What follows belongs to an exercise in optimizing a design on an open flow for a short achievable clock period and few clock cycles per item; a production flow would make more cautious choices.
Function was checked by simulation only, so behaviour that the tests miss may differ from the original.
No run shown here takes its clock network from TritonCTS; it comes from the design's own scripts or RTL.
No driver is modelled on the clock port, so clock power and skew are understated where the tree is cut down; a real chip needs a root buffer or a tree.
Power is estimated from default activity; no workload was simulated.

==> design/flow/design.v <==
`timescale 1ns/1ps
package cmul_types_pkg;
    localparam int ELEM_W    = 8;    
    localparam int RES_W     = 18;   
    localparam int RES_BYTES = 3;    
    localparam int ADDR_W    = 16;   
    localparam int REG_W     = 16;   
    typedef logic signed [ELEM_W-1:0] elem_t;       
    typedef logic signed [RES_W-1:0]  res_t;        
    typedef logic [ADDR_W-1:0]        addr_t;       
    typedef logic [REG_W-1:0]         reg_t;        
    typedef logic [2:0]               byte_cnt_t;   
endpackage
`timescale 1ns/1ps
package cmul_regmap_pkg;
    typedef enum logic [2:0] {
        OFS_OP1    = 3'd0,   
        OFS_OP2    = 3'd1,   
        OFS_RES    = 3'd2,   
        OFS_NUM_OP = 3'd3,   
        OFS_START  = 3'd4,   
        OFS_STATUS = 3'd5,   
        OFS_STATE  = 3'd6    
    } reg_offset_e;
    localparam int STS_DONE_BIT = 0;
    typedef enum logic [1:0] {
        ST_IDLE   = 2'd0,
        ST_RD_OPS = 2'd1,   
        ST_WORK   = 2'd2,   
        ST_WR_RES = 2'd3    
    } ctrl_state_e;
    localparam int OP_RD_BYTES  = 4;   
    localparam int RES_WR_BYTES = 6;   
    localparam int OP_STRIDE    = 2;   
    localparam int RES_STRIDE   = 6;   
endpackage
`timescale 1ns/1ps
module comp_mult_top
#(
    parameter logic [15:0] APB_BASE = '0   
) (
    input  logic  clk,
    input  logic  rst_n,
    input  cmul_types_pkg::addr_t paddr,
    input  logic  pwrite,
    input  cmul_types_pkg::reg_t  pwdata,
    input  logic  psel,
    output logic  pready,
    output cmul_types_pkg::reg_t  prdata,
    output logic  pslverr,
    output logic  mem_ce,
    output logic  mem_we,
    output cmul_types_pkg::addr_t mem_addr,
    output cmul_types_pkg::elem_t mem_wr_data,
    input  cmul_types_pkg::elem_t mem_rd_data
);
    logic [15:0] ofs_full;
    logic [2:0]  ofs;
    logic        in_range;
    logic        acc_ok;
    logic        wr_en;
    assign pready   = 1'b1;
    assign ofs_full = paddr - APB_BASE;
    assign in_range = (ofs_full[15:3] == '0);
    assign ofs      = ofs_full[2:0];
    always_comb begin
        case (ofs)
            3'd0, 3'd1, 3'd2, 3'd3, 3'd4: acc_ok = pwrite;
            3'd5:    acc_ok = 1'b1;
            3'd6:    acc_ok = ~pwrite;
            default: acc_ok = 1'b0;
        endcase
    end
    assign wr_en = psel & pwrite & in_range & acc_ok;
    logic wr_op1, wr_op2, wr_res, wr_num, wr_start, wr_clr;
    assign wr_op1   = wr_en & (ofs == 3'd0);
    assign wr_op2   = wr_en & (ofs == 3'd1);
    assign wr_res   = wr_en & (ofs == 3'd2);
    assign wr_num   = wr_en & (ofs == 3'd3);
    assign wr_start = wr_en & (ofs == 3'd4) & pwdata[0];
    assign wr_clr   = wr_en & (ofs == 3'd5) & ~pwdata[0];
    logic        done;
    logic        clr_q;        
    logic        busy;         
    logic        start_q;      
    logic [15:0] num_reg;
    logic        num_nz_q;     
    logic        num_ge2_q;    
    logic [15:0] num_m1_q;     
    logic [15:0] b1, b2;       
    logic        eq_q;         
    logic [15:0] ra1, ra2, rw;   
    logic [15:0] ra1p, ra2p, rwp;       
    logic [15:0] ra1pp, ra2pp, rwpp;    
    logic        i1_q, i2_q, iw_q;      
    logic [15:0] pwp1_q, pwp2_q;        
    logic [15:0] basew, basewp, basewpp, base1pp, base2pp;
    logic        k1, k2;       
    logic        wres_q, wnum_q;   
    logic [15:0] pwdata_q;     
    logic [15:0] base1, base2;   
    logic [1:0]  h1, h2;       
    logic        qsame;        
    logic        bus_v, ret_v;
    logic [1:0]  bus_id, ret_id;
    logic        bus_dup, ret_dup;
    logic [3:0]  v;            
    logic signed [7:0] cx1, cy1, cx2, cy2;
    logic [2:0]  oc;           
    logic [15:0] qf_left;      
    logic [15:0] qw_left;      
    logic        sq_q;         
    logic        pop_q;        
    logic        qw1;          
    logic        wrc;          
    logic [2:0]  wcnt;         
    logic        qd_q;         
    logic        sq_ok;        
    logic        wok;          
    logic        fin_q;        
    logic        mem_ce_q, mem_we_q;
    logic [15:0] mem_addr_q;
    logic [7:0]  mem_wr_data_q;
    logic [35:0] f0, f1, f2, f3;   
    logic [2:0]  fcnt;
    logic        s1v, s2v;
    logic        prd0;
    assign prdata      = {15'b0, prd0};
    always_ff @(posedge clk) begin
        prd0 <= ofs[0] ? (done & ~clr_q) : busy;    
    end
    assign mem_ce      = mem_ce_q;
    assign mem_we      = mem_we_q;
    assign mem_addr    = mem_addr_q;
    assign mem_wr_data = mem_wr_data_q;
    logic go;
    logic [1:0] h1e, h2e;
    logic qdone;
    logic [2:0] oc_eff;
    logic start_quad;
    logic rd_issue;
    logic rd_op1;              
    logic [1:0] rd_id;
    logic wr_start_b;          
    logic wr_issue;
    logic [2:0] wcnt_n;
    logic pop;
    logic push;
    assign eq_q    = (b1 == b2);
    assign base1   = k1 ? pwdata_q : (i1_q ? ra1p : ra1);
    assign base2   = k2 ? pwdata_q : (i2_q ? ra2p : ra2);
    assign basew   = wres_q ? pwdata_q : (iw_q ? rwp : rw);
    assign go      = start_q & ~busy & num_nz_q;
    assign h1e     = k1 ? 2'd0 : h1;
    assign h2e     = k2 ? 2'd0 : h2;
    assign qdone   = qd_q & ~k1 & ~(k2 & ~qsame);
    assign oc_eff  = go ? 3'd1 : oc;
    assign qw1     = pop_q ? (qw_left == 16'd2) : (qw_left == 16'd1);
    logic sqg, inc1, inc2;
    logic [15:0] base1p, base2p;
    assign sqg        = sq_ok | (go & num_ge2_q);
    assign start_quad = ~wrc & qdone & sqg;
    assign inc1       = ~wrc & (qdone ? sqg : (h1e != 2'd2));
    assign inc2       = ~wrc & ~qdone & (h1e == 2'd2);
    assign rd_issue   = inc1 | inc2;
    assign rd_op1     = inc1;
    assign rd_id      = start_quad ? 2'd0 : (h1e != 2'd2) ? {1'b0, h1e[0]} : {1'b1, h2e[0]};
    assign base1p     = k1 ? pwp1_q : (i1_q ? ra1pp : ra1p);
    assign base2p     = k2 ? pwp1_q : (i2_q ? ra2pp : ra2p);
    assign basewp     = wres_q ? pwp1_q : (iw_q ? rwpp : rwp);
    assign base1pp    = k1 ? pwp2_q : (i1_q ? ra1pp + 16'd1 : ra1pp);
    assign base2pp    = k2 ? pwp2_q : (i2_q ? ra2pp + 16'd1 : ra2pp);
    assign basewpp    = wres_q ? pwp2_q : (iw_q ? rwpp + 16'd1 : rwpp);
    assign wr_start_b = ~wrc & qdone & ~sqg & wok;
    assign wr_issue   = wrc | wr_start_b;
    assign wcnt_n     = wrc ? wcnt + 3'd1 : 3'd0;
    assign pop        = wrc & (wcnt == 3'd4);
    logic       busy_n;
    logic [2:0] oc_n;
    logic [2:0] fcnt_n;
    logic [1:0] h1_n, h2_n;
    logic       qsame_n;
    assign busy_n = go | (busy & ~fin_q);
    always_comb begin
        oc_n = oc_eff;
        if (start_quad & ~pop) oc_n = oc_eff + 3'd1;
        if (~start_quad & pop) oc_n = oc_eff - 3'd1;
    end
    always_comb begin
        fcnt_n = fcnt;
        if (s6v & ~pop) fcnt_n = fcnt + 3'd1;
        if (~s6v & pop) fcnt_n = fcnt - 3'd1;
    end
    always_comb begin
        if (fin_q) begin
            h1_n = '0; h2_n = '0; qsame_n = 1'b0;
        end else if (start_quad) begin
            h1_n = 2'd1; h2_n = 2'd0; qsame_n = eq_q;
        end else begin
            h1_n = inc1 ? h1e + 2'd1 : h1e;
            h2_n = inc2 ? h2e + 2'd1 : h2e;
            qsame_n = qsame;
        end
    end
    assign push = (v == 4'b1111) & busy;
    logic qc1, qc2;
    assign qc1 = (h1e == 2'd1) & (qsame | (h2e == 2'd2));
    assign qc2 = (h1e == 2'd2) & (h2e == 2'd1) & ~qsame;
    logic [7:0] wbyte;
    always_comb begin
        case (wcnt_n)
            3'd0:    wbyte = f0[7:0];
            3'd1:    wbyte = f0[15:8];
            3'd2:    wbyte = {6'b0, f0[17:16]};
            3'd3:    wbyte = f0[25:18];
            3'd4:    wbyte = f0[33:26];
            default: wbyte = {6'b0, f0[35:34]};
        endcase
    end
    always_ff @(posedge clk or negedge rst_n) begin
        if (!rst_n) begin
            done     <= 1'b0;
            pslverr  <= 1'b0;
            clr_q    <= 1'b0;
            start_q  <= 1'b0;
            num_reg  <= '0;
            num_nz_q <= 1'b0;
            num_ge2_q <= 1'b0;
            num_m1_q <= '0;
            k1       <= 1'b0;
            k2       <= 1'b0;
            wres_q   <= 1'b0;
            wnum_q   <= 1'b0;
            pwdata_q <= '0;
            b1       <= '0;
            b2       <= '0;
        end else begin
            clr_q <= wr_clr;
            pslverr <= psel & ~(in_range & acc_ok);
            if (fin_q)
                done <= 1'b1;
            else if (clr_q)
                done <= 1'b0;
            start_q   <= wr_start;
            k1        <= wr_op1;
            k2        <= wr_op2;
            wres_q    <= wr_res;
            wnum_q    <= wr_num;
            pwdata_q  <= pwdata;
            if (wnum_q) num_reg <= pwdata_q;
            if (wnum_q) begin
                num_nz_q  <= (pwdata_q != '0);
                num_ge2_q <= (pwdata_q[15:1] != '0);
                num_m1_q  <= pwdata_q - 16'd1;
            end
            if (k1) b1 <= pwdata_q;
            if (k2) b2 <= pwdata_q;
        end
    end
    always_ff @(posedge clk or negedge rst_n) begin
        if (!rst_n) begin
            busy     <= 1'b0;
            ra1      <= '0;
            ra2      <= '0;
            rw       <= '0;
            ra1p     <= 16'd1;
            ra2p     <= 16'd1;
            rwp      <= 16'd1;
            ra1pp    <= 16'd2;
            ra2pp    <= 16'd2;
            rwpp     <= 16'd2;
            i1_q     <= 1'b0;
            i2_q     <= 1'b0;
            iw_q     <= 1'b0;
            pwp1_q   <= '0;
            pwp2_q   <= '0;
            h1       <= '0;
            h2       <= '0;
            qsame    <= 1'b0;
            bus_v    <= 1'b0;
            bus_id   <= '0;
            bus_dup  <= 1'b0;
            ret_v    <= 1'b0;
            ret_id   <= '0;
            ret_dup  <= 1'b0;
            v        <= '0;
            oc       <= '0;
            qf_left  <= '0;
            qw_left  <= '0;
            sq_q     <= 1'b0;
            pop_q    <= 1'b0;
            wrc      <= 1'b0;
            wcnt     <= '0;
            qd_q     <= 1'b0;
            sq_ok    <= 1'b0;
            wok      <= 1'b0;
            fin_q    <= 1'b0;
            fcnt     <= '0;
            mem_ce_q <= 1'b0;
            mem_we_q <= 1'b0;
            s1v      <= 1'b0;
            s2v      <= 1'b0;
            s3v      <= 1'b0;
            s4v      <= 1'b0;
            s5v      <= 1'b0;
            s6v      <= 1'b0;
        end else begin
            busy <= busy_n;
            pwp1_q <= pwdata + 16'd1;
            pwp2_q <= pwdata + 16'd2;
            rw    <= basew;
            rwp   <= basewp;
            rwpp  <= basewpp;
            iw_q  <= wr_issue | wr_res;    
            ra1   <= base1;
            ra1p  <= base1p;
            ra1pp <= base1pp;
            i1_q  <= inc1;
            ra2   <= base2;
            ra2p  <= base2p;
            ra2pp <= base2pp;
            i2_q  <= inc2;
            h1    <= h1_n;
            h2    <= h2_n;
            qsame <= qsame_n;
            qd_q  <= ~fin_q & ~start_quad & (qdone | (~wrc & (qc1 | qc2)));
            bus_v   <= rd_issue;
            bus_id  <= rd_id;
            bus_dup <= start_quad ? eq_q : qsame;
            ret_v   <= bus_v & ~(k1 & ~bus_id[1]) & ~(k2 & bus_id[1]);
            ret_id  <= bus_id;
            ret_dup <= bus_dup;
            begin
                logic [3:0] cap;
                logic ret_ok;
                ret_ok = ret_v & ~(k1 & ~ret_id[1]) & ~(k2 & ret_id[1]);
                cap[0] = ret_ok & (ret_id == 2'd0);
                cap[1] = ret_ok & (ret_id == 2'd1);
                cap[2] = ret_ok & ((ret_id == 2'd2) | (ret_dup & (ret_id == 2'd0)));
                cap[3] = ret_ok & ((ret_id == 2'd3) | (ret_dup & (ret_id == 2'd1)));
                v <= cap | (v & ~{4{push}} & ~{k2, k2, k1, k1} & ~{4{fin_q}});
            end
            mem_ce_q <= rd_issue | wr_issue;
            mem_we_q <= wr_issue;
            oc    <= oc_n;
            sq_ok <= busy & ~fin_q & ((oc != 3'd4) | pop)
                   & (sq_q ? (qf_left != 16'd1) : (qf_left != '0));
            wok   <= busy_n & (fcnt_n != 3'd0);
            sq_q  <= start_quad;
            pop_q <= pop;
            if (go)
                qf_left <= num_m1_q;
            else if (sq_q)
                qf_left <= qf_left - 16'd1;
            if (go)
                qw_left <= num_reg;
            else if (pop_q)
                qw_left <= qw_left - 16'd1;
            wrc    <= wrc ? (wcnt != 3'd4) : wr_start_b;
            wcnt   <= wcnt_n;
            fin_q  <= pop & qw1;
            fcnt <= fcnt_n;
            s1v <= push;
            s2v <= s1v;
            s3v <= s2v;
            s4v <= s3v;
            s5v <= s4v;
            s6v <= s5v;
        end
    end
    always_ff @(posedge clk) begin
        if (wrc)
            mem_addr_q <= basew;
        else if (qdone)
            mem_addr_q <= sqg ? base1 : basew;
        else
            mem_addr_q <= (h1e != 2'd2) ? base1 : base2;
        mem_wr_data_q <= wbyte;
    end
    logic [3:0] capd;
    assign capd[0] = ret_v & (ret_id == 2'd0);
    assign capd[1] = ret_v & (ret_id == 2'd1);
    assign capd[2] = ret_v & ((ret_id == 2'd2) | (ret_dup & (ret_id == 2'd0)));
    assign capd[3] = ret_v & ((ret_id == 2'd3) | (ret_dup & (ret_id == 2'd1)));
    always_ff @(posedge clk) begin
        if (capd[0]) cx1 <= mem_rd_data;
        if (capd[1]) cy1 <= mem_rd_data;
        if (capd[2]) cx2 <= mem_rd_data;
        if (capd[3]) cy2 <= mem_rd_data;
    end
    logic signed [9:0]  pp_a [4];
    logic signed [9:0]  pp_b [4];
    logic signed [9:0]  pp_c [4];
    logic signed [9:0]  pp_d [4];
    logic s3v;
    logic [8:0] gy2, gx2;    
    assign gy2 = {cy2, 1'b0};
    assign gx2 = {cx2, 1'b0};
    function automatic logic [3:0] bsel(input logic [2:0] g);
        case (g)
            3'd1, 3'd2: bsel = 4'b1000;
            3'd3:       bsel = 4'b0100;
            3'd4:       bsel = 4'b0001;
            3'd5, 3'd6: bsel = 4'b0010;
            default:    bsel = 4'b0000;
        endcase
    endfunction
    function automatic logic signed [9:0] bpp(input logic signed [7:0] a, input logic signed [8:0] n, input logic [3:0] sel);
        logic signed [9:0] a1;
        logic signed [9:0] n1;
        a1 = 10'(a);
        n1 = 10'(n);
        bpp = ({10{sel[3]}} & a1) | ({10{sel[2]}} & (a1 <<< 1))
            | ({10{sel[1]}} & n1) | ({10{sel[0]}} & (n1 <<< 1));
    endfunction
    logic signed [7:0] ox1, oy1;
    logic [3:0] sx2 [4];     
    logic [3:0] sy2 [4];     
    logic signed [8:0] nx1, ny1;
    logic s4v;
    always_ff @(posedge clk) begin
        ox1 <= cx1;
        oy1 <= cy1;
        for (int j = 0; j < 4; j++) begin
            sx2[j] <= bsel(gx2[2*j +: 3]);
            sy2[j] <= bsel(gy2[2*j +: 3]);
        end
        nx1 <= -(9'(cx1));
        ny1 <= -(9'(cy1));
    end
    always_ff @(posedge clk) begin
        for (int j = 0; j < 4; j++) begin
            pp_a[j] <= bpp(ox1, nx1, sy2[j]);
            pp_b[j] <= bpp(oy1, ny1, sx2[j]);
            pp_c[j] <= bpp(ox1, nx1, sx2[j]);
            pp_d[j] <= bpp(oy1, ny1, {sy2[j][1:0], sy2[j][3:2]});    
        end
    end
    function automatic logic [35:0] csa(input logic [17:0] a, input logic [17:0] b, input logic [17:0] c);
        csa = {a ^ b ^ c, ((a & b) | (a & c) | (b & c)) << 1};
    endfunction
    function automatic logic [71:0] red84(input logic [17:0] r0, input logic [17:0] r1,
                                          input logic [17:0] r2, input logic [17:0] r3,
                                          input logic [17:0] r4, input logic [17:0] r5,
                                          input logic [17:0] r6, input logic [17:0] r7);
        logic [35:0] u1, u2, u3, u4;
        u1 = csa(r0, r1, r2);
        u2 = csa(r3, r4, r5);
        u3 = csa(u1[35:18], u1[17:0], u2[35:18]);
        u4 = csa(u2[17:0], r6, r7);
        red84 = {u3, u4};
    endfunction
    function automatic logic [35:0] red42(input logic [71:0] q);
        logic [35:0] u1;
        u1 = csa(q[71:54], q[53:36], q[35:18]);
        red42 = csa(u1[35:18], u1[17:0], q[17:0]);
    endfunction
    logic [71:0] q2x, q2y;      
    logic [35:0] q3x, q3y;      
    logic [9:0]  lox, loy;      
    logic [8:0]  h0x, h1x, h0y, h1y;    
    always_ff @(posedge clk) begin
        q2y <= red84(18'(pp_a[0]), 18'(pp_a[1]) << 2, 18'(pp_a[2]) << 4, 18'(pp_a[3]) << 6,
                     18'(pp_b[0]), 18'(pp_b[1]) << 2, 18'(pp_b[2]) << 4, 18'(pp_b[3]) << 6);
        q2x <= red84(18'(pp_c[0]), 18'(pp_c[1]) << 2, 18'(pp_c[2]) << 4, 18'(pp_c[3]) << 6,
                     18'(pp_d[0]), 18'(pp_d[1]) << 2, 18'(pp_d[2]) << 4, 18'(pp_d[3]) << 6);
        q3y <= red42(q2y);
        q3x <= red42(q2x);
        loy <= {1'b0, q3y[26:18]} + {1'b0, q3y[8:0]};
        lox <= {1'b0, q3x[26:18]} + {1'b0, q3x[8:0]};
        h0y <= q3y[35:27];
        h1y <= q3y[17:9];
        h0x <= q3x[35:27];
        h1x <= q3x[17:9];
    end
    logic signed [17:0] xr_n, yr_n;
    logic s5v, s6v;
    always_ff @(posedge clk) begin
        xr_n <= {h0x + h1x + {8'd0, lox[9]}, lox[8:0]};
        yr_n <= {h0y + h1y + {8'd0, loy[9]}, loy[8:0]};
    end
    always_ff @(posedge clk) begin
        if (pop) begin
            f0 <= (s6v && fcnt == 3'd1) ? {xr_n, yr_n} : f1;
            f1 <= (s6v && fcnt == 3'd2) ? {xr_n, yr_n} : f2;
            f2 <= (s6v && fcnt == 3'd3) ? {xr_n, yr_n} : f3;
            f3 <= {xr_n, yr_n};
        end else if (s6v) begin
            case (fcnt)
                3'd0:    f0 <= {xr_n, yr_n};
                3'd1:    f1 <= {xr_n, yr_n};
                3'd2:    f2 <= {xr_n, yr_n};
                default: f3 <= {xr_n, yr_n};
            endcase
        end
    end
endmodule
==> design/flow/flow/run.sh <==
#!/bin/bash
# Standard ORFS layout (the standard.sh), except that the clock tree is
# built by flow/mycts.tcl (a two-level buffer tree: 4 root buffers fed by the
# clock port, leaf buffers each driving a cluster of about 18 flip-flops) in
# place of TritonCTS. Everything else, synthesis included, is the standard flow.
set -euo pipefail
export MCTS_CLOCK_NET=clk
export MCTS_BUF=sky130_fd_sc_hd__clkbuf_16
export MCTS_ROOT_BUF=sky130_fd_sc_hd__clkbuf_16
export MCTS_SINKS_PER_LEAF=18
export MCTS_ROOTS=4
bash standard.sh finish PRE_CTS_TCL="$PWD/flow/mycts.tcl" > standard_flow.log 2>&1
==> design/flow/flow/mycts.tcl <==
# Two-level clock tree built by hand, used in place of TritonCTS: the clock
# port drives a few root buffers, each root drives a group of leaf buffers,
# each leaf buffer drives a cluster of nearby flip-flops (k-means on the
# flip-flop positions). Every flip-flop sees the same two buffer stages.
# Sourced by ORFS cts.tcl as PRE_CTS_TCL; it replaces clock_tree_synthesis.

proc mcts_kmeans {pts k iters} {
  # pts: list of {x y}; returns list of cluster index per point and centers
  set n [llength $pts]
  set xs [lsort -real [lmap p $pts {lindex $p 0}]]
  set ys [lsort -real [lmap p $pts {lindex $p 1}]]
  # initial centers: points spread by sorted order along a serpentine
  set order [lsort -real -index 0 [lmap p $pts {list [expr {[lindex $p 0] + 0.0}] [lindex $p 1]}]]
  set centers {}
  for {set i 0} {$i < $k} {incr i} {
    set idx [expr {int(($i + 0.5) * $n / $k)}]
    lappend centers [lindex $order $idx]
  }
  set assign {}
  for {set it 0} {$it < $iters} {incr it} {
    set assign {}
    foreach p $pts {
      set best 0; set bd 1e30; set ci 0
      foreach c $centers {
        set dx [expr {[lindex $p 0] - [lindex $c 0]}]
        set dy [expr {[lindex $p 1] - [lindex $c 1]}]
        set d [expr {$dx*$dx + $dy*$dy}]
        if {$d < $bd} { set bd $d; set best $ci }
        incr ci
      }
      lappend assign $best
    }
    set sx [lrepeat $k 0.0]; set sy [lrepeat $k 0.0]; set cnt [lrepeat $k 0]
    foreach p $pts a $assign {
      lset sx $a [expr {[lindex $sx $a] + [lindex $p 0]}]
      lset sy $a [expr {[lindex $sy $a] + [lindex $p 1]}]
      lset cnt $a [expr {[lindex $cnt $a] + 1}]
    }
    set nc {}
    for {set i 0} {$i < $k} {incr i} {
      if {[lindex $cnt $i] > 0} {
        lappend nc [list [expr {[lindex $sx $i] / [lindex $cnt $i]}] [expr {[lindex $sy $i] / [lindex $cnt $i]}]]
      } else {
        lappend nc [lindex $centers $i]
      }
    }
    set centers $nc
  }
  return [list $assign $centers]
}

# balanced split: cap each cluster size by moving the farthest members out
proc mcts_balance {pts assign centers cap} {
  set k [llength $centers]
  for {set pass 0} {$pass < 20} {incr pass} {
    set cnt [lrepeat $k 0]
    foreach a $assign { lset cnt $a [expr {[lindex $cnt $a] + 1}] }
    set over 0
    for {set c 0} {$c < $k} {incr c} { if {[lindex $cnt $c] > $cap} { set over 1 } }
    if {!$over} { break }
    set i 0
    foreach p $pts a $assign {
      if {[lindex $cnt $a] > $cap} {
        # move to nearest cluster with room
        set best -1; set bd 1e30
        for {set c 0} {$c < $k} {incr c} {
          if {$c == $a || [lindex $cnt $c] >= $cap} continue
          set cc [lindex $centers $c]
          set dx [expr {[lindex $p 0] - [lindex $cc 0]}]
          set dy [expr {[lindex $p 1] - [lindex $cc 1]}]
          set d [expr {$dx*$dx + $dy*$dy}]
          if {$d < $bd} { set bd $d; set best $c }
        }
        set ca [lindex $centers $a]
        set dx [expr {[lindex $p 0] - [lindex $ca 0]}]
        set dy [expr {[lindex $p 1] - [lindex $ca 1]}]
        if {$best >= 0 && $bd < 4.0 * ($dx*$dx + $dy*$dy) + 1e8} {
          lset assign $i $best
          lset cnt $a [expr {[lindex $cnt $a] - 1}]
          lset cnt $best [expr {[lindex $cnt $best] + 1}]
        }
      }
      incr i
    }
  }
  return $assign
}

proc mcts_build {} {
  set db [ord::get_db]
  set block [ord::get_db_block]
  set clk [$block findNet $::env(MCTS_CLOCK_NET)]
  set buf [$db findMaster $::env(MCTS_BUF)]
  set rootbuf [$db findMaster $::env(MCTS_ROOT_BUF)]
  set sink_cap $::env(MCTS_SINKS_PER_LEAF)
  set nroots $::env(MCTS_ROOTS)

  set sinks {}
  set pts {}
  foreach it [$clk getITerms] {
    set inst [$it getInst]
    set bb [$inst getBBox]
    lappend sinks $it
    lappend pts [list [expr {([$bb xMin] + [$bb xMax]) / 2.0}] [expr {([$bb yMin] + [$bb yMax]) / 2.0}]]
  }
  set n [llength $sinks]
  set k [expr {int(ceil(double($n) / $sink_cap))}]
  puts "MCTS: $n sinks, $k leaf buffers, $nroots root buffers"
  lassign [mcts_kmeans $pts $k 25] assign centers
  set assign [mcts_balance $pts $assign $centers [expr {$sink_cap + 2}]]
  # recompute centers
  set sx [lrepeat $k 0.0]; set sy [lrepeat $k 0.0]; set cnt [lrepeat $k 0]
  foreach p $pts a $assign {
    lset sx $a [expr {[lindex $sx $a] + [lindex $p 0]}]
    lset sy $a [expr {[lindex $sy $a] + [lindex $p 1]}]
    lset cnt $a [expr {[lindex $cnt $a] + 1}]
  }
  set leafpts {}
  for {set i 0} {$i < $k} {incr i} {
    if {[lindex $cnt $i] == 0} { lappend leafpts {} ; continue }
    lappend leafpts [list [expr {[lindex $sx $i] / [lindex $cnt $i]}] [expr {[lindex $sy $i] / [lindex $cnt $i]}]]
  }
  # leaf buffers and nets
  set leafbufs {}
  for {set i 0} {$i < $k} {incr i} {
    if {[lindex $cnt $i] == 0} { lappend leafbufs {}; continue }
    set b [odb::dbInst_create $block $buf "mcts_leaf_$i"]
    set p [lindex $leafpts $i]
    $b setLocation [expr {int([lindex $p 0])}] [expr {int([lindex $p 1])}]
    $b setPlacementStatus PLACED
    set nn [odb::dbNet_create $block "mcts_leaf_net_$i"]
    $nn setSigType CLOCK
    [$b findITerm X] connect $nn
    lappend leafbufs $b
  }
  foreach it $sinks a $assign {
    $it disconnect
    $it connect [$block findNet "mcts_leaf_net_$a"]
  }
  # roots: cluster the leaf buffers
  set lpts {}; set lids {}
  for {set i 0} {$i < $k} {incr i} {
    if {[lindex $cnt $i] == 0} continue
    lappend lpts [lindex $leafpts $i]; lappend lids $i
  }
  lassign [mcts_kmeans $lpts $nroots 25] rassign rcenters
  for {set r 0} {$r < $nroots} {incr r} {
    set b [odb::dbInst_create $block $rootbuf "mcts_root_$r"]
    set p [lindex $rcenters $r]
    $b setLocation [expr {int([lindex $p 0])}] [expr {int([lindex $p 1])}]
    $b setPlacementStatus PLACED
    set nn [odb::dbNet_create $block "mcts_root_net_$r"]
    $nn setSigType CLOCK
    [$b findITerm X] connect $nn
    [$b findITerm A] connect $clk
  }
  foreach i $lids r $rassign {
    [[lindex $leafbufs $i] findITerm A] connect [$block findNet "mcts_root_net_$r"]
  }
  global_connect
  puts "MCTS: done"
}

# output ports: the port buffer and the register feeding it get a drive
# strength suited to the long wire between them (same cell types)
proc mcts_size_outputs {} {
  set ::mcts_moved 0
  set block [ord::get_db_block]
  foreach bt [$block getBTerms] {
    if {[$bt getIoType] != "OUTPUT"} continue
    set net [$bt getNet]
    if {$net == "NULL" || $net == ""} continue
    foreach it [$net getITerms] {
      if {![$it isOutputSignal]} continue
      set inst [$it getInst]
      set m [[$inst getMaster] getName]
      if {![regexp {^sky130_fd_sc_hd__(clk|dly|clkdly)?buf[0-9a-z]*_[0-9]+$} $m]} continue
      if {$m != "sky130_fd_sc_hd__buf_6"} {
        replace_cell [$inst getName] sky130_fd_sc_hd__buf_6
      }
      set a [$inst findITerm A]
      set n2 [$a getNet]
      if {$n2 == "NULL" || $n2 == ""} continue
      foreach it2 [$n2 getITerms] {
        if {![$it2 isOutputSignal]} continue
        set f [$it2 getInst]
        set fm [[$f getMaster] getName]
        if {![regexp {^(sky130_fd_sc_hd__(dfxtp|dfrtp))_[0-9]+$} $fm -> base]} continue
        if {[regexp {_1$} $fm]} {
          replace_cell [$f getName] ${base}_2
        }
        # the register goes next to its port buffer (legalized afterwards),
        # so the register output does not drive a long wire
        lassign [$inst getLocation] bx by
        $f setLocation $bx $by
        incr ::mcts_moved
      }
    }
  }
  puts "MCTS: output drivers sized, $::mcts_moved registers moved to their port buffers"
}

rename clock_tree_synthesis mcts_orig_clock_tree_synthesis
proc clock_tree_synthesis {args} {
  mcts_size_outputs
  mcts_build
}
==> design/flow/standard.sh <==
#!/bin/bash
# synth_recipe.tcl (not shown) runs the flow's synth.tcl, then flattens the netlist and writes it again
# the make line also repeats each setting of config.mk as NAME=value (left out here)
make -C /OpenROAD-flow-scripts/flow DESIGN_CONFIG=/design/flow/config.mk WORK_HOME=/design/flow/orfs CLKGATE_MAP_FILE= SYNTH_SCRIPT=/design/flow/synth_recipe.tcl "${@:-finish}"
==> design/flow/config.mk <==
export PLATFORM = sky130hd
export DESIGN_NAME = comp_mult_top
export DESIGN_NICKNAME = comp_mult_top
export VERILOG_FILES = /design/flow/design.v
export SDC_FILE = /design/flow/constraint.sdc
export NUM_CORES = 4
export LEC_CHECK = 0
export ABC_CLOCK_PERIOD_IN_PS = 1500
export CAP_MARGIN = 20
export CORE_MARGIN = 2
export CORE_UTILIZATION = 40
export SETUP_SLACK_MARGIN = 4.8
export SLEW_MARGIN = 20
==> design/flow/constraint.sdc <==
create_clock -name core_clock -period 6.5 [get_ports {clk}]
set_input_delay 1.3000 -clock core_clock [delete_from_list [all_inputs] [get_ports {clk}]]
set_output_delay 1.3000 -clock core_clock [all_outputs]
set_load 0.01 [all_outputs]
==> metrics.md, run 1 <==
| Metric | Value |
|---|---|
| Status | `no timing/DRC/antenna violations` |
| Fin crit share | `35.05%` |
| Total grt overflow | `0` |
| Fin. max-slew vios | `0` |
| Worst VDD drop | `~0.24 mV` |
| Layout fillers | `approximately 8,900` |
| Ports | `88` |
| Wire per inst | `approximately 21 microns` |
| GP Congestion | `roughly 0.8` |
| Hold Path Class | `reg2reg` |
| M2 GR Usage | `30.56%` |
| Pre-CTS WS | `3.396 ns` |
| Largest net degree at the start of global routing | `between 90 and 100` |
| RSZ-0062 raised after global routing | `yes` |
| Clock Latency Late Sink | `about 0.50 ns` |
| First-pass iteration count of the detailed router | `6` |
| Synth Area in Compound Gates | `9.068%` |
| Max frequency | `approximately 440 MHz` |
| Xor/xnor cell area share of the yosys netlist | `under 10%` |
| CP startpoint kind | `register` |
| Pwr Density | `207.9 mW/mm^2` |
| CP bufs+invs | `1` |
| Routed vias/inst | `between 5 and 6` |
| Port Buffers | `around 70` |
| Die area | `about 0.11 sq mm` |
| Post-Synthesis Cells | `about 3,500` |
| P&R area growth vs syn | `21.66%` |
| Layout cells sized above 1 | `23.71%` |
| Seq/Total Area, Yosys | `between 50% and 60%` |
| Die W | `about 330 microns` |
| Warnings from Yosys | `7` |
| Adder-Cell Fraction of Synth Area | `under 10%` |
| Crit Path Class | `reg2out` |
| Area of the multi-input gates | `0.01790 sq mm` |
| Hold_buf cts | `0` |
| Cell Chain, Critical Path | `buf_6` |
| Final setup viols | `0` |
| Biggest regs | `q2x x59, q2y x59` |
| CP Max Fanout | `1` |
| Final hold vios | `0` |
| Max cap viols | `0` |
| Layout net count | `3,982` |
| Largest stage delay, worst path | `roughly 0.4 ns` |
| GRT busiest layer | `met2` |
| DRC | `0` |
| First-pass GRT wire length | `approximately 160,000 microns` |
| Initial Utilization | `around two fifths` |
| DP HPWL | `61,540 microns` |
| Total GRT Usage | `between 10% and 20%` |
| CP Data Required Time | `between 5 and 6 ns` |
| Crit-path slowest cell | `dfrtp_2` |
| M1 GR Usage | `~28%` |
| Most used DFF post-synth | `dfxtp_1` |
| Post-route ant nets | `0` |
| Cell family with most CP delay | `flip-flops` |
| Post-route worst setup slack | `about 4.2 ns` |
| Async SR Flop Fraction | `32.88%` |
| Crit. End Element | `primary output` |
| # rows | `about 120` |
| Distinct cell type count after synthesis | `68` |
| Main combinational cell family by area after synthesis | `adder cells` |
| Total inserted antenna cells | `0` |
| Setup Skew | `0.07213 ns` |
| Syn avg cell area | `11.89 sq um` |
| Drt initial violations | `2,416` |
| Worst-Margin Slew | `~1.1 ns` |
| Setup TNS | `0 ns` |
| Tmin final | `around 2.3 ns` |
| Simple-gate share of the synthesized area | `just under 8%` |
| Mux contribution to synthesized area | `6.109%` |
| Routed wire length | `approximately 110,000 microns` |
| Worst-path clk slew | `around 0.080 ns` |
| Critical path arrival | `0.98 ns` |
| EDFF count, synth | `roughly 180` |
| Via count | `26,577` |
| Synth Cell Area | `between 0.04 and 0.05 sq mm` |
| Antenna violations before repair | `1` |
| Synth Register Bits | `roughly 1,000` |
| Vias in the first global route | `between 20,000 and 30,000` |
| FF+latch area | `between 0.02 and 0.025 sq mm` |
| Relative slew slack | `26.12%` |
| Met3 Use GR | `under 10%` |
| Core area | `between 0.1 and 0.15 sq mm` |
| Leak Pwr | `21.23 nW` |
| Die Ht | `326.1 microns` |
## cell type report
class / instances / share of cell area [%]
multi-input combinational: 2004 / 35.46
sequential: 1040 / 48.31
buffer: 62 / 3.073
timing repair buffer: 305 / 7.513
inverter: 292 / 2.221
tap: 1380 / 3.421
## final timing paths
kind                          from  depth (start not counted)  endpoint  slack [ns]
setup reg to reg            loy[9]                          8  yr_n[17]        4.38
max in group asynchronous    rst_n                          2  ra1pp[1]        5.24
hold / removal             q3x[11]                          0    h1x[2]        0.31
hold reg to reg            q3x[11]                          0    h1x[2]        0.31
min in group asynchronous    rst_n                          1   ra2p[7]        0.74
setup / recovery           pslverr                          1   pslverr        4.22
## metal layers
layer,vias up,part of all wire (%)
met3,221,6.6
met2,890,46
met1,13290,44
li1,12174,-
met4,2,3.2
met5,-,0.011
## metrics by stage
| step | power, mW | cell area, sq um | cells | util (%) | hold WS, ns |
|---|---|---|---|---|---|
| floorplan | 6.790 | 42060 | 3505 | - | 0.3096 |
| global placement | 6.908 | 43670 | 4770 | 42.31 | 0.3101 |
| detailed placement | 6.910 | 43670 | 4770 | 42.31 | 0.3121 |
| CTS | 9.859 | 48730 | 5001 | 47.22 | 0.3121 |
| global route | 10.84 | 50480 | 5083 | 48.91 | 0.3141 |
| finish | 10.49 | 50480 | 5083 | 48.91 | 0.3147 |
## power breakdown
part / leakage [nW] / internal (mW) / switching [mW]
Combinational: 9.95 / 0.0931 / 0.121
Clock: 0.764 / 1.68 / 1.99
Sequential: 10.5 / 6.58 / 0.0392
Total: 21.2 / 8.35 / 2.15
## kinds of logic after synthesis
| family | after synthesis |
|---|---|
| xor gates and xnor gates | 183 |
| other | 2 |
| and+or+nand+nor | 714 |
| DFF | 1040 |
| buffers and inverters | 504 |
| adders and majority gates | 233 |
| AOI/OAI and AO/OA | 578 |
| muxes | 237 |
## cell usage after synthesis (all sizes together), types with 10 or more instances
library cell  count  share of area, %
o21a             20              0.36
nor2            103              0.93
ha               87               2.6
xnor2           113               2.4
clkbuf          165               1.5
a222oi           25              0.60
o21ai           237               2.9
a22oi           176               3.2
nor2b            25              0.38
nand2           401               3.6
dfxtp           522                25
dfrtp           336                20
a21oi            34              0.41
inv             292               2.6
edfxtp          176                13
mux2i           107               2.6
xor2             70               1.5
nor3             30              0.37
mux2            130               3.5
nand3            31              0.37
and3             10              0.15
a21o             37              0.67
nor4             24              0.52
nor3b            12              0.22
fa              146               7.0
buf              47              0.66
nand4            23              0.35
## cell usage in the layout, fill, tap and decap left out, drive strengths merged, types with 87 or more instances in the layout
cell type,n
edfxtp,176
fa,146
dfxtp,522
dfrtp,336
nand2,444
inv,290
xnor2,113
o21ai,237
nor2,103
mux2,130
ha,87
mux2i,107
a22oi,176
buf,284
## repair_timing
| action | CTS | global route |
|---|---|---|
| gates resized for setup | 537 | 206 |
| endpoints found under the setup margin | 890 | 426 |
| pin swaps | 138 | 121 |
| cloned | 35 | 27 |
| buffers inserted | 134 | 55 |
Testbench counts, summed over its fixed seeds: cycles 21,041, items 2,070.
==> run 2, diff against run 1 <==
--- a/design/flow/design.v
+++ b/design/flow/design.v
@@ -73,11 +73,11 @@
     end
     assign wr_en = psel & pwrite & in_range & acc_ok;
-    logic wr_op1, wr_op2, wr_res, wr_num, wr_start, wr_clr;
-    assign wr_op1   = wr_en & (ofs == 3'd0);
-    assign wr_op2   = wr_en & (ofs == 3'd1);
+    logic wr_res;
     assign wr_res   = wr_en & (ofs == 3'd2);
-    assign wr_num   = wr_en & (ofs == 3'd3);
-    assign wr_start = wr_en & (ofs == 3'd4) & pwdata[0];
-    assign wr_clr   = wr_en & (ofs == 3'd5) & ~pwdata[0];
+    logic wsel;
+    assign wsel = psel & pwrite;
+    logic hzh_q, hzl_q;        
+    logic d_op1, d_op2, d_res, d_num, d_st, d_clr;
+    logic hz;
     logic        done;
     logic        clr_q;        
@@ -148,4 +148,11 @@
     logic push;
     assign eq_q    = (b1 == b2);
+    assign hz      = hzh_q & hzl_q;
+    assign k1      = hz & d_op1;
+    assign k2      = hz & d_op2;
+    assign wres_q  = hz & d_res;
+    assign wnum_q  = hz & d_num;
+    assign start_q = hz & d_st;
+    assign clr_q   = hz & d_clr;
     assign base1   = k1 ? pwdata_q : (i1_q ? ra1p : ra1);
     assign base2   = k2 ? pwdata_q : (i2_q ? ra2p : ra2);
@@ -222,19 +229,28 @@
             done     <= 1'b0;
             pslverr  <= 1'b0;
-            clr_q    <= 1'b0;
-            start_q  <= 1'b0;
+            hzh_q    <= 1'b0;
+            hzl_q    <= 1'b0;
+            d_op1    <= 1'b0;
+            d_op2    <= 1'b0;
+            d_res    <= 1'b0;
+            d_num    <= 1'b0;
+            d_st     <= 1'b0;
+            d_clr    <= 1'b0;
             num_reg  <= '0;
             num_nz_q <= 1'b0;
             num_ge2_q <= 1'b0;
             num_m1_q <= '0;
-            k1       <= 1'b0;
-            k2       <= 1'b0;
-            wres_q   <= 1'b0;
-            wnum_q   <= 1'b0;
             pwdata_q <= '0;
             b1       <= '0;
             b2       <= '0;
         end else begin
-            clr_q <= wr_clr;
+            hzh_q <= (ofs_full[15:9] == '0);
+            hzl_q <= (ofs_full[8:3] == '0);
+            d_op1 <= wsel & (ofs == 3'd0);
+            d_op2 <= wsel & (ofs == 3'd1);
+            d_res <= wsel & (ofs == 3'd2);
+            d_num <= wsel & (ofs == 3'd3);
+            d_st  <= wsel & (ofs == 3'd4) & pwdata[0];
+            d_clr <= wsel & (ofs == 3'd5) & ~pwdata[0];
             pslverr <= psel & ~(in_range & acc_ok);
             if (fin_q)
@@ -242,9 +258,4 @@
             else if (clr_q)
                 done <= 1'b0;
-            start_q   <= wr_start;
-            k1        <= wr_op1;
-            k2        <= wr_op2;
-            wres_q    <= wr_res;
-            wnum_q    <= wr_num;
             pwdata_q  <= pwdata;
             if (wnum_q) num_reg <= pwdata_q;
==> run 2 against run 1 <==
Effect of this change: still clean on timing, DRC and antenna; critical path depth did not move; synthesized cell count is 1.9% higher; cell area hardly changed; total power about the same; worst hold slack barely moved; clock skew shrank 0.033 ns; maximum frequency up 0.13%; flip-flop and latch count is 2 higher; critical path type unchanged; critical endpoint unchanged; largest power group unchanged.
==> metrics.md, run 2 <==
| Metric | Value |
|---|---|
| Status | `no timing/DRC/antenna violations` |
| Worst-path clk slew | `around 0.08 ns` |
| Routed wire length | `around 110,000 microns` |
| Critical path depth | `1` |
| CP Data Required Time | `roughly 5.2 ns` |
| Critical path arrival | `about 0.98 ns` |
| Post-route ant nets | `0` |
| Relative slew slack | `a little over a quarter` |
| Largest stage delay, worst path | `roughly 0.40 ns` |
| Yosys top cell area share | `25.03%` |
| Worst Setup SP | `pslverr` |
| Cell Chain, Critical Path | `buf_6` |
| Count leader, synth | `dfxtp_1` |
| Crit Path Class | `reg2out` |
| DRC | `0` |
| Final hold vios | `0` |
| Via count | `roughly 27,000` |
| Wire per inst | `between 20 and 25 microns` |
| Core area | `~0.10 sq mm` |
| GP Congestion | `~0.8` |
| Min Hold Slack | `~0.32 ns` |
| Placed Area | `0.04397 sq mm` |
| Cells after DPL | `roughly 4,800` |
| Crit. End Element | `primary output` |
| Synth Register Bits | `around 1,000` |
| Max frequency | `about 440 MHz` |
| Post-route worst setup slack | `between 4 and 5 ns` |
| First-pass iteration count of the detailed router | `7` |
| Top cells by count, synth | `522 x dfxtp_1, 505 x nand2_1, 338 x dfrtp_1` |
| Pwr Total | `approximately 10 mW` |
| Clock Latency Late Sink | `0.48 ns` |
| Commonest non-fill, non-tap cells in the layout | `491 x dfxtp_1, 454 x nand2_1, 306 x dfrtp_1` |
| Worst VDD drop | `~0.20 mV` |
| Metal3 WL | `between 8000 and 9000 microns` |
| Routed met2 length | `a little over 50,000 microns` |
| P&R area growth vs syn | `20.94%` |
| Port Buffers | `71` |
| Highest routed layer | `met4` |
| Worst hold start | `q3x[34]` |
| Leak Pwr | `between 20 and 25 nW` |
| Worst reg2reg startpoint | `h1y[0]` |
| Hold_buf cts | `0` |
| Reg2Reg Depth | `8` |
| Worst-Margin Slew | `roughly 1.1 ns` |
| Layout cells sized above 1 | `between 20 and 25%` |
| RSZ-0062 raised after global routing | `yes` |
| Biggest regs | `q2x x59, q2y x59` |
| Total grt overflow | `0` |
| Die area | `between 0.1 and 0.15 sq mm` |
| Fin. max-slew vios | `0` |
| Hold Path Class | `reg2reg` |
| Final core occ | `~49%` |
| Setup Skew | `between 0.03 and 0.04 ns` |
| Max cap viols | `0` |
| Distinct cell type count after synthesis | `82` |
| Initial Utilization | `between 40% and 50%` |
| Setup TNS | `0 ns` |
| Largest net degree at the start of global routing | `93` |
| Cell family with most CP delay | `flip-flops` |
| Warnings from Yosys | `7` |
| Tmin final | `between 2 and 2.5 ns` |
| Vias in the first global route | `26,362` |
| DP HPWL | `between 60,000 and 70,000 microns` |
| Die Ht | `about 330 microns` |
| Pwr Density | `just over 200 mW/mm^2` |
| Final setup viols | `0` |
| CP bufs+invs | `1` |
| Ports | `88` |
| Synth area leaders | `dfxtp_1 25%, dfrtp_1 20%, edfxtp_1 13%, fa_1 7.0%, nand2_1 4.5%` |
| Seq/Total Area, Yosys | `58.32%` |
| Non-filler cells, final | `5,146` |
| Fin crit share | `about a third` |
| Syn avg cell area | `11.74 sq um` |
| Pre-CTS WS | `roughly 3.1 ns` |
| Async SR Flop Fraction | `~33%` |
| Layout net count | `about 4,000` |
| First-pass GRT wire length | `about 160,000 microns` |
| Commonest non-fill, non-tap cell in the layout | `dfxtp_1` |
| Post-Synthesis Cells | `around 3,600` |
| Most used DFF post-synth | `dfxtp_1` |
| CP Max Fanout | `1` |
| Met1 wire length | `~49,000 microns` |
| Worst Hold Path Cells | `0` |
| CP startpoint kind | `register` |
| Total GRT Usage | `a little under a fifth` |
| Crit-path slowest cell | `dfrtp_2` |
| Antenna violations before repair | `2` |
| Routed vias/inst | `between 5 and 6` |
| # rows | `between 100 and 150` |
| Biggest area consumer among synthesized cells | `dfxtp_1` |
| Final instance area | `around 0.050 sq mm` |
| Synth Cell Area | `~0.042 sq mm` |
| Drt initial violations | `~2,300` |
| Die W | `~330 microns` |
| EDFF count, synth | `~180` |
run 2: worst paths after layout:
kind / slack [ns] / to
max: 4.22 / pslverr
min: 0.32 / h0x[7]
max reg2reg: 4.34 / yr_n[17]
min reg2reg: 0.32 / h0x[7]
max in group asynchronous: 5.28 / pwdata_q[1]
min in group asynchronous: 0.70 / b2[9]
run 2: what timing repair did:
| action | CTS | global route |
|---|---|---|
| cloned | 35 | 25 |
| pin swaps | 96 | 125 |
| buffers inserted | 106 | 89 |
| gates resized for setup | 450 | 251 |
| endpoints found under the setup margin | 985 | 390 |
run 2: cells by family after synthesis:
family	count (synthesis)	share of synthesized area, %
compound gates	557	8.874
xor+xnor	181	3.797
fa+ha+maj	233	9.608
buf+inv	497	4.759
flops	1042	58.32
mux	214	5.475
other cells	2	0.01799
simple gates	831	9.146
run 2: metal layers:
metal,GRT usage (%),up-vias
li1,-,12335
met1,27.45,13258
met2,30.34,1041
met3,2.689,241
met4,5.225,0
met5,0,-
run 2: layout make-up:
type	instances	area [sq um]
fillers	8977	53000
flip-flops and latches	1042	24440
multi-input cells	2060	17770
repair buffers	320	3919
well taps	1380	1727
plain buffers	62	1551
inverters	279	1071
repair inverters	1	16.27
diodes	2	5.005
run 2: where the power goes:
part           internal, mW  leakage [nW]  switching, mW
Clock                  1.68         0.764           1.99
Sequential             6.58          10.5         0.0358
Combinational        0.0887          10.2          0.113
Total                  8.35          21.5           2.14
Testbench counts of run 2, summed over its fixed seeds: cycles 21,041, items 2,070.
==> run 3, diff against run 2 <==
--- a/design/flow/config.mk
+++ b/design/flow/config.mk
@@ -10,4 +10,4 @@
 export CORE_MARGIN = 2
 export CORE_UTILIZATION = 40
-export SETUP_SLACK_MARGIN = 4.8
+export SETUP_SLACK_MARGIN = 4.6
 export SLEW_MARGIN = 20
==> run 3 against run 2 <==
Effect of this change: still clean on timing, DRC and antenna; global-route usage decreased by 1.4 points; cell area decreased by 5.3%; first-iteration DRC count increased by 8.9%; worst setup slack got worse by 0.069 ns; sequential share of layout area increased by 2.7 points; clock power about the same; register-to-register slack about the same; flip-flop and latch count unchanged; critical endpoint is now mem_ce; largest cell class unchanged; largest power group unchanged.
==> metrics.md, run 3 <==
| Metric | Value |
|---|---|
| CP startpoint kind | `register` |
| EDFF count, synth | `about 180` |
| Post-route ant nets | `0` |
| CP Data Required Time | `5.20 ns` |
| Seq/Total Area, Yosys | `between 50% and 60%` |
| FF+latch area | `around 0.024 sq mm` |
| Layout cells sized above 1 | `around 17%` |
| First-pass iteration count of the detailed router | `6` |
| Biggest regs | `q2x x59, q2y x59` |
| Synth Register Bits | `1,042` |
| CP Capture Point | `mem_ce` |
| Yosys top cell area share | `25.03%` |
| Hold Path Class | `reg2reg` |
| Synth area leaders | `dfxtp_1 25%, dfrtp_1 20%, edfxtp_1 13%, fa_1 7.0%, nand2_1 4.5%` |
| Wire per inst | `19.77 microns` |
| Leak Pwr | `just over 20 nW` |
| Synth Cell Area | `about 0.042 sq mm` |
| Crit-path slowest cell | `dfrtp_2` |
| Die W | `about 330 microns` |
| Worst Setup SP | `mem_ce_q` |
| Total inserted antenna cells | `0` |
| Worst-path clk slew | `0.08 ns` |
| First-pass GRT wire length | `~150,000 microns` |
| Initial Utilization | `between 40 and 50%` |
| Met1 wire length | `~44,000 microns` |
| Drt initial violations | `between 2,000 and 3,000` |
| Async SR Flop Fraction | `33.01%` |
| Cell Chain, Critical Path | `buf_6` |
| Top cells by count, synth | `522 x dfxtp_1, 505 x nand2_1, 338 x dfrtp_1` |
| RSZ-0062 raised after global routing | `yes` |
| Crit Path Class | `reg2out` |
| Cell family with most CP delay | `flip-flops` |
| Core area | `between 0.1 and 0.15 sq mm` |
| DRC | `0` |
| Final setup viols | `0` |
| GP Congestion | `approximately 0.84` |
| Biggest area consumer among synthesized cells | `dfxtp_1` |
| Area of the multi-input gates | `0.01679 sq mm` |
| Total GRT Usage | `17.69%` |
| Worst VDD drop | `0.2787 mV` |
| Tmin final | `2.345 ns` |
| Critical path depth | `1` |
| Commonest non-fill, non-tap cell in the layout | `dfxtp_1` |
| Worst reg2reg startpoint | `hzh_q` |
| Max frequency | `approximately 430 MHz` |
| Total grt overflow | `0` |
| # rows | `approximately 120` |
| Ports | `between 80 and 90` |
| Setup TNS | `0 ns` |
| Via count | `roughly 26,000` |
| Distinct cell type count after synthesis | `82` |
| Layout net count | `between 3,000 and 4,000` |
| Post-route worst setup slack | `4.155 ns` |
| Largest net degree at the start of global routing | `between 90 and 100` |
| Routed met2 length | `approximately 48,000 microns` |
| Highest routed layer | `met4` |
| Relative slew slack | `23.39%` |
| Worst hold start | `q2x[54]` |
| Critical path arrival | `approximately 1.0 ns` |
| Most used DFF post-synth | `dfxtp_1` |
| CP bufs+invs | `1` |
| Pre-CTS WS | `approximately 3.1 ns` |
| Routed vias/inst | `between 5 and 6` |
| Crit. End Element | `primary output` |
| Metal3 WL | `roughly 5000 microns` |
| Syn avg cell area | `about 12 sq um` |
| Final instance area | `between 0.04 and 0.05 sq mm` |
| Warnings from Yosys | `7` |
| Max cap viols | `0` |
| Largest stage delay, worst path | `about 0.40 ns` |
| Min Hold Slack | `0.2743 ns` |
| Die Ht | `around 330 microns` |
| Fin crit share | `roughly 36%` |
| Routed wire length | `98,930 microns` |
| Fin. max-slew vios | `0` |
| Worst-Margin Slew | `between 1 and 1.5 ns` |
| Pwr Density | `218.1 mW/mm^2` |
| Layout fillers | `a little over 9,000` |
| Reg2Reg Depth | `7` |
| Placed Area | `0.04363 sq mm` |
| Final hold vios | `0` |
| P&R area growth vs syn | `14.49%` |
| CP Max Fanout | `1` |
| Status | `no timing/DRC/antenna violations` |
| DP HPWL | `just over 60,000 microns` |
| Vias in the first global route | `between 20,000 and 30,000` |
| Die area | `~0.11 sq mm` |
| Hold_buf cts | `0` |
| Port Buffers | `slightly above 70` |
| Commonest non-fill, non-tap cells in the layout | `491 x dfxtp_1, 472 x nand2_1, 318 x dfrtp_1` |
| Setup slack, reg-to-reg | `~4.3 ns` |
| Post-Synthesis Cells | `between 3,000 and 4,000` |
| Antenna violations before repair | `0` |
| RR Endpoint | `mem_addr_q[15]` |
| Setup Skew | `0.1082 ns` |
| Final core occ | `around 46%` |
| Count leader, synth | `dfxtp_1` |
| Clock Latency Late Sink | `between 0.5 and 0.6 ns` |
## run 3: timing repair
action / in CTS / in global routing
setup endpoints to repair: 724 / 308
cloned: 13 / 10
resized for setup: 296 / 142
buffers inserted: 56 / 45
pin swaps: 51 / 51
## run 3: power by group
| part | switching, mW | internal (mW) | leakage [nW] | total (mW) |
|---|---|---|---|---|
| clock network | 1.96 | 1.68 | 0.764 | 3.64 |
| registers | 0.0419 | 6.58 | 10.6 | 6.63 |
| logic | 0.0967 | 0.0664 | 8.98 | 0.163 |
| total | 2.10 | 8.33 | 20.3 | 10.4 |
## run 3: worst min path at each step
stage,depth (start not counted),end
detailed placement,0,h1y[2]
finish,0,q3x[18]
global route,0,q3x[18]
global placement,0,xr_n[3]
CTS,0,h1y[2]
floorplan,0,h0x[0]
## run 3: through the flow
stage,instances,power (mW)
global route,5005,10.76
CTS,4950,9.820
floorplan,3571,6.785
detailed placement,4819,6.896
finish,5005,10.43
global placement,4819,6.895
## run 3: cell families (layout without fill, tap and decap cells)
kind of cell / after synthesis / in the layout / synth area share, %
AO/OA/AOI/OAI: 557 / 558 / 8.874
XOR/XNOR: 181 / 182 / 3.797
adder cells (fa/ha/maj): 233 / 233 / 9.608
buffers and inverters: 497 / 535 / 4.759
flip-flops: 1042 / 1042 / 58.32
multiplexers: 214 / 214 / 5.475
other: 2 / 16 / 0.01799
AND/OR/NAND/NOR: 831 / 845 / 9.146
## run 3: routing by layer
| metal | global-route usage (%) | up-vias |
|---|---|---|
| met4 | 3.769 | 0 |
| met2 | 29.70 | 760 |
| met5 | 0 | - |
| met1 | 24.94 | 12874 |
| li1 | - | 12032 |
| met3 | 1.677 | 143 |
## run 3: final cells by class
| class | count | area share (%) |
|---|---|---|
| multi-input cells | 2048 | 35.13 |
| repair buffers | 194 | 4.701 |
| inverters | 279 | 2.228 |
| plain buffers | 62 | 3.246 |
| flip-flops and latches | 1042 | 51.09 |
| well taps | 1380 | 3.612 |
==> run 4, diff against run 3 <==
--- a/design/flow/config.mk
+++ b/design/flow/config.mk
@@ -10,4 +10,4 @@
 export CORE_MARGIN = 2
 export CORE_UTILIZATION = 40
-export SETUP_SLACK_MARGIN = 4.6
+export SETUP_SLACK_MARGIN = 5.0
 export SLEW_MARGIN = 20
==> run 4 against run 3 <==
Effect of this change: total power grew 1.3%; clock skew shrank 0.026 ns; die area is the same; combinational power grew 67%; synthesized area is the same; worst hold slack gained 0.049 ns; routed wire length grew 18%; flip-flop and latch count is the same; sequential share of layout area shrank 5.6 points; core utilization grew 5.8 points; critical path type unchanged; critical endpoint is now pslverr; largest power group unchanged.
==> metrics.md, run 4 <==
| Metric | Value |
|---|---|
| Status | `no timing/DRC/antenna violations` |
| GRT busiest layer | `met2` |
| Final instance area | `~0.054 sq mm` |
| Crit. End Element | `primary output` |
| Fin crit share | `roughly a third` |
| Layout fillers | `around 8,500` |
| Biggest regs | `q2x x59, q2y x59` |
| Cells after DPL | `4,820` |
| Ports | `between 80 and 90` |
| Pwr Density | `just under 200 mW/mm^2` |
| First-pass iteration count of the detailed router | `8` |
| Fin. max-slew vios | `0` |
| Worst VDD drop | `0.1998 mV` |
| Final setup viols | `0` |
| Simple-gate share of the synthesized area | `a little under a tenth` |
| Hold Path Class | `reg2reg` |
| EDFF count, synth | `176` |
| Adder-Cell Fraction of Synth Area | `a little under 10%` |
| Xor/xnor cell area share of the yosys netlist | `around 3.8%` |
| Crit-path slowest cell | `dfrtp_2` |
| Commonest non-fill, non-tap cell in the layout | `dfxtp_1` |
| Warnings from Yosys | `7` |
| Total grt overflow | `0` |
| Layout net count | `around 4,200` |
| DP HPWL | `between 60,000 and 70,000 microns` |
| Wire per inst | `roughly 22 microns` |
| Total inserted antenna cells | `0` |
| Final core occ | `52.01%` |
| M2 GR Usage | `between 30% and 40%` |
| Setup slack, reg-to-reg | `~4.3 ns` |
| Worst-path clk slew | `about 0.08 ns` |
| Distinct cell type count after synthesis | `slightly above 80` |
| Max cap viols | `0` |
| Initial Utilization | `40.34%` |
| Synth area leaders | `dfxtp_1 25%, dfrtp_1 20%, edfxtp_1 13%, fa_1 7.0%, nand2_1 4.5%` |
| Reg2Reg Depth | `10` |
| Tmin final | `around 2.3 ns` |
| CP startpoint kind | `register` |
| DRC | `0` |
| Top cells by count, synth | `522 x dfxtp_1, 505 x nand2_1, 338 x dfrtp_1` |
| Largest net degree at the start of global routing | `93` |
| GP Congestion | `between 0.8 and 0.9` |
| Die Ht | `327.1 microns` |
| Port Buffers | `71` |
| Commonest non-fill, non-tap cells in the layout | `460 x dfxtp_1, 436 x nand2_1, 296 x dfrtp_1` |
| Setup TNS | `0 ns` |
| Cell Chain, Critical Path | `buf_6` |
| Synth Area in Compound Gates | `slightly below 9%` |
| Syn avg cell area | `11.74 sq um` |
| Via count | `about 28,000` |
| CP Data Required Time | `5.20 ns` |
| Synth Cell Area | `between 0.04 and 0.05 sq mm` |
| CP bufs+invs | `1` |
| Critical path arrival | `0.95 ns` |
| # rows | `about 120` |
| Total GRT Usage | `20.04%` |
| Min Hold Slack | `~0.32 ns` |
| Seq/Total Area, Yosys | `between 50% and 60%` |
| First-pass GRT wire length | `roughly 170,000 microns` |
| Main combinational cell family by area after synthesis | `adder cells` |
| Vias in the first global route | `between 20,000 and 30,000` |
| Most used DFF post-synth | `dfxtp_1` |
| RSZ-0062 raised after global routing | `yes` |
| Relative slew slack | `between 20% and 30%` |
| Worst Hold Path Cells | `0` |
| Antenna violations before repair | `6` |
| Placed Area | `~0.044 sq mm` |
| Cell family with most CP delay | `flip-flops` |
| P&R area growth vs syn | `28.93%` |
| Drt initial violations | `between 2,000 and 3,000` |
| Synth Register Bits | `around 1,000` |
| Crit Path Class | `reg2out` |
| Hold EP | `yr_n[4]` |
| RR Endpoint | `mem_addr_q[0]` |
| Count leader, synth | `dfxtp_1` |
| Routed wire length | `around 120,000 microns` |
| Leak Pwr | `between 20 and 25 nW` |
| Setup Skew | `around 0.08 ns` |
| Worst hold start | `loy[4]` |
| Yosys top cell area share | `25.03%` |
| Met3 Use GR | `2.786%` |
| Routed vias/inst | `about 5.3` |
| Layout cells sized above 1 | `about 30%` |
| Max frequency | `443.9 MHz` |
| Post-route ant nets | `0` |
| Post-Synthesis Cells | `about 3,600` |
| Async SR Flop Fraction | `approximately a third` |
| Critical path depth | `1` |
| Non-filler cells, final | `about 5,300` |
| Die W | `~330 microns` |
| Die area | `0.1070 sq mm` |
| M1 GR Usage | `approximately 29%` |
| CP Max Fanout | `1` |
| Clock Latency Late Sink | `about 0.5 ns` |
| Worst-Margin Slew | `approximately 1.1 ns` |
| Worst reg2reg startpoint | `hzh_q` |
| Core area | `slightly above 0.1 sq mm` |
| Biggest area consumer among synthesized cells | `dfxtp_1` |
| Final hold vios | `0` |
| Mux contribution to synthesized area | `under 10%` |
| Largest stage delay, worst path | `a little over 0.4 ns` |
-- run 4: stage by stage --
stage	worst slack, ns	total power, mW
3_3_place_gp	3.097	6.904
6_report	4.247	10.57
3_5_place_dp	3.083	6.904
5_1_grt	4.219	10.91
2_1_floorplan	4.055	6.792
4_1_cts	3.765	9.924
-- run 4: how the worst max path moves through the flow --
stage	from	endpoint	slack, ns
after floorplan	pwdata[1]	pwp1_q[15]	4.05
after global placement	pwdata[1]	pwp1_q[15]	3.10
after detailed placement	pwdata[1]	pwp1_q[15]	3.08
after CTS	paddr[15]	iw_q	3.77
after global routing	mem_ce_q	mem_ce	4.22
final	pslverr	pslverr	4.25
-- run 4: area by class of cell --
class                   count  area (sq um)  share of cell area (%)
repair buffers            434          5756                   10.69
flip-flops and latches   1042         24500                   45.51
plain buffers              62          1551                   2.882
well taps                1380          1727                   3.208
multi-input cells        2090         19180                   35.63
inverters                 279          1104                   2.050
repair inverters            1         16.27                 0.03022
-- run 4: routing by layer --
layer,routed length [microns],part of all wire [%]
met1,50890,44
met2,52540,45
met3,8825,7.6
met4,4142,3.6
met5,13,0.011
-- run 4: logic make-up after synthesis --
| family | Yosys count |
|---|---|
| adder cells (fa/ha/maj) | 233 |
| multiplexers | 214 |
| other | 2 |
| AO/OA/AOI/OAI | 557 |
| XOR/XNOR | 181 |
| AND/OR/NAND/NOR | 831 |
| buffers and inverters | 497 |
| flip-flops | 1042 |
-- run 4: what timing repair did --
item / in CTS / in global routing
setup endpoints to repair: 1068 / 567
hold buffers: 0 / 0
buffers inserted: 184 / 116
cloned: 74 / 32
resized for setup: 649 / 456
pin swaps: 161 / 161
-- run 4: worst register-to-register path: stages, from the launching register on --
cell	delay, ns
dfrtp_2	0.44
and2_4	0.19
buf_12	0.13
nand2_8	0.08
nand2_8	0.07
ha_4	0.16
nor3b_4	0.15
buf_4	0.14
buf_12	0.13
and2_4	0.13
a311o_1	0.40
-- run 4: report_power, final --
| part | leakage, nW | internal, mW | total, mW | switching (mW) |
|---|---|---|---|---|
| clock | 0.764 | 1.68 | 3.67 | 1.99 |
| combinational | 12.1 | 0.146 | 0.272 | 0.126 |
| sequential | 10.5 | 6.58 | 6.62 | 0.0416 |
==> run 5, diff against run 4 <==
--- a/design/flow/config.mk
+++ b/design/flow/config.mk
@@ -6,5 +6,5 @@
 export NUM_CORES = 4
 export LEC_CHECK = 0
-export ABC_CLOCK_PERIOD_IN_PS = 1500
+export ABC_CLOCK_PERIOD_IN_PS = 1200
 export CAP_MARGIN = 20
 export CORE_MARGIN = 2
==> run 5 against run 4 <==
Effect of this change: via count unchanged; combinational power is essentially flat; synthesized area unchanged; clock power about the same; cell count is the same; sequential power barely moved; global-route usage unchanged; core utilization unchanged; highest routed layer unchanged.
==> metrics.md, run 5 <==
| Metric | Value |
|---|---|
| Worst-Margin Slew | `around 1.1 ns` |
| Total inserted antenna cells | `0` |
| DRC | `0` |
| Antenna violations before repair | `6` |
| Initial Utilization | `about two fifths` |
| Die area | `0.1070 sq mm` |
| Fin crit share | `between 30% and 40%` |
| Setup Skew | `0.08166 ns` |
| Hold_buf cts | `0` |
| Clock Latency Late Sink | `0.50 ns` |
| RR Endpoint | `mem_addr_q[0]` |
| Largest stage delay, worst path | `between 0.4 and 0.5 ns` |
| EDFF count, synth | `roughly 180` |
| Vias in the first global route | `between 20,000 and 30,000` |
| Biggest area consumer among synthesized cells | `dfxtp_1` |
| Largest net degree at the start of global routing | `93` |
| Fin. max-slew vios | `0` |
| Tmin final | `around 2.3 ns` |
| Net Sw Power | `about 2.2 mW` |
| Async SR Flop Fraction | `approximately a third` |
| Drt initial violations | `2,886` |
| CP startpoint kind | `register` |
| Commonest non-fill, non-tap cells in the layout | `460 x dfxtp_1, 436 x nand2_1, 296 x dfrtp_1` |
| Cell Chain, Critical Path | `buf_6` |
| Flop pwr share | `a little over three fifths` |
| Worst Hold Path Cells | `0` |
| Synth area leaders | `dfxtp_1 25%, dfrtp_1 20%, edfxtp_1 13%, fa_1 7.0%, nand2_1 4.5%` |
| Synth Register Bits | `~1,000` |
| Synth Cell Area | `about 0.042 sq mm` |
| First-pass iteration count of the detailed router | `8` |
| RSZ-0062 raised after global routing | `yes` |
| Worst reg2reg startpoint | `hzh_q` |
| Max cap viols | `0` |
| Via count | `between 20,000 and 30,000` |
| Wire per inst | `between 20 and 25 microns` |
| Reg2Reg Depth | `10` |
| Layout net count | `4,187` |
| Commonest non-fill, non-tap cell in the layout | `dfxtp_1` |
| Layout fillers | `~8,500` |
| Biggest regs | `q2x x59, q2y x59` |
| Crit. End Element | `primary output` |
| CP bufs+invs | `1` |
| Status | `no timing/DRC/antenna violations` |
| # rows | `~120` |
| Warnings from Yosys | `7` |
| Cell family with most CP delay | `flip-flops` |
| Post-Synthesis Cells | `about 3,600` |
| Final hold vios | `0` |
| Post-route ant nets | `0` |
| CP Data Required Time | `between 5 and 6 ns` |
| Seq/Total Area, Yosys | `about 58%` |
| Layout cells sized above 1 | `between 20% and 30%` |
| Routed wire length | `between 100,000 and 150,000 microns` |
| Critical path arrival | `0.95 ns` |
| Worst-path clk slew | `around 0.08 ns` |
| DP HPWL | `about 63,000 microns` |
| P&R area growth vs syn | `28.93%` |
| Relative slew slack | `between 20% and 30%` |
| Worst VDD drop | `around 0.20 mV` |
| Crit Path Class | `reg2out` |
| Pwr Density | `slightly below 200 mW/mm^2` |
| Int Power | `approximately 8.4 mW` |
| Ports | `88` |
| Most used DFF post-synth | `dfxtp_1` |
| Count leader, synth | `dfxtp_1` |
| Clock network fraction of design power | `34.7%` |
| Worst Setup SP | `pslverr` |
| Final instance area | `around 0.054 sq mm` |
| Core area | `0.1035 sq mm` |
| Distinct cell type count after synthesis | `82` |
| Routed vias/inst | `roughly 5.3` |
| GP Congestion | `0.8260` |
| Syn avg cell area | `about 12 sq um` |
| First-pass GRT wire length | `around 170,000 microns` |
| Critical path depth | `1` |
| Final setup viols | `0` |
| Setup slack, reg-to-reg | `4.33 ns` |
| CP Capture Point | `pslverr` |
| Logic pwr share | `between 2 and 3%` |
| Crit-path slowest cell | `dfrtp_2` |
| Die Ht | `roughly 330 microns` |
| Placed Area | `between 0.04 and 0.05 sq mm` |
| Total grt overflow | `0` |
| Total GRT Usage | `between 20% and 30%` |
| Hold Path Class | `reg2reg` |
| Port Buffers | `~70` |
| Net Sw Frac | `approximately a fifth` |
| Yosys top cell area share | `25.03%` |
| Top cells by count, synth | `522 x dfxtp_1, 505 x nand2_1, 338 x dfrtp_1` |
| Setup TNS | `0 ns` |
| Max frequency | `443.9 MHz` |
| CP Max Fanout | `1` |
| Die W | `327.1 microns` |
| Leak Pwr | `23.40 nW` |
==> run 5: cell families after synthesis <==
kind of cell / after synthesis / share of synthesized area, %
compound gates: 557 / 8.874
simple gates: 831 / 9.146
mux: 214 / 5.475
flops: 1042 / 58.32
xor+xnor: 181 / 3.797
buf+inv: 497 / 4.759
other cells: 2 / 0.01799
fa+ha+maj: 233 / 9.608
==> run 5: area by class of cell <==
cell class                      count  area (sq um)  share of cell area [%]
Buffer                             62          1551                   2.882
Inverter                          279          1104                   2.050
Multi-Input combinational cell   2090         19180                   35.63
Sequential cell                  1042         24500                   45.51
Tap cell                         1380          1727                   3.208
Timing Repair Buffer              434          5756                   10.69
Timing Repair inverter              1         16.27                 0.03022
==> run 5: through the flow <==
step                hold WS [ns]  cells  power [mW]  utilization [%]  setup slack, ns
floorplan                 0.3096   3571       6.792                -            4.055
global placement          0.3113   4819       6.904            42.87            3.097
detailed placement        0.3121   4820       6.904            42.88            3.083
CTS                       0.3121   5140       9.924            49.06            3.765
global route              0.3264   5288       10.91            52.01            4.219
finish                    0.3231   5288       10.57            52.01            4.247
==> run 5: power groups by stage <==
stage                     Sequential (mW)  Combinational (mW)  Clock (mW)
after global routing                 6.62               0.291        4.00
after CTS                            6.76               0.262        2.90
after detailed placement             6.77               0.139           0
after global placement               6.77               0.138           0
final                                6.62               0.272        3.67
after floorplan                      6.74              0.0549           0
==> run 5: worst min path at each step <==
stage	from	end	slack, ns
floorplan	q3x[27]	h0x[0]	0.31
global placement	loy[0]	yr_n[0]	0.31
detailed placement	q3y[31]	h0y[4]	0.31
CTS	q3y[31]	h0y[4]	0.31
global route	q3x[16]	h1x[7]	0.33
finish	loy[4]	yr_n[4]	0.32
==> run 5: timing repair <==
action / 4_1_cts / 5_1_grt
setup buffers: 184 / 116
gates resized for setup: 649 / 456
gates cloned: 74 / 32
pin swaps: 161 / 161
setup endpoints to repair: 1068 / 567
==> run 5: routing by layer <==
| layer | share of wire (%) | up-vias | track usage, % |
|---|---|---|---|
| met5 | 0.011 | - | 0 |
| met3 | 7.6 | 219 | 2.786 |
| met1 | 44 | 14004 | 29.43 |
| li1 | - | 12681 | - |
| met4 | 3.6 | 2 | 5.036 |
| met2 | 45 | 1123 | 31.26 |
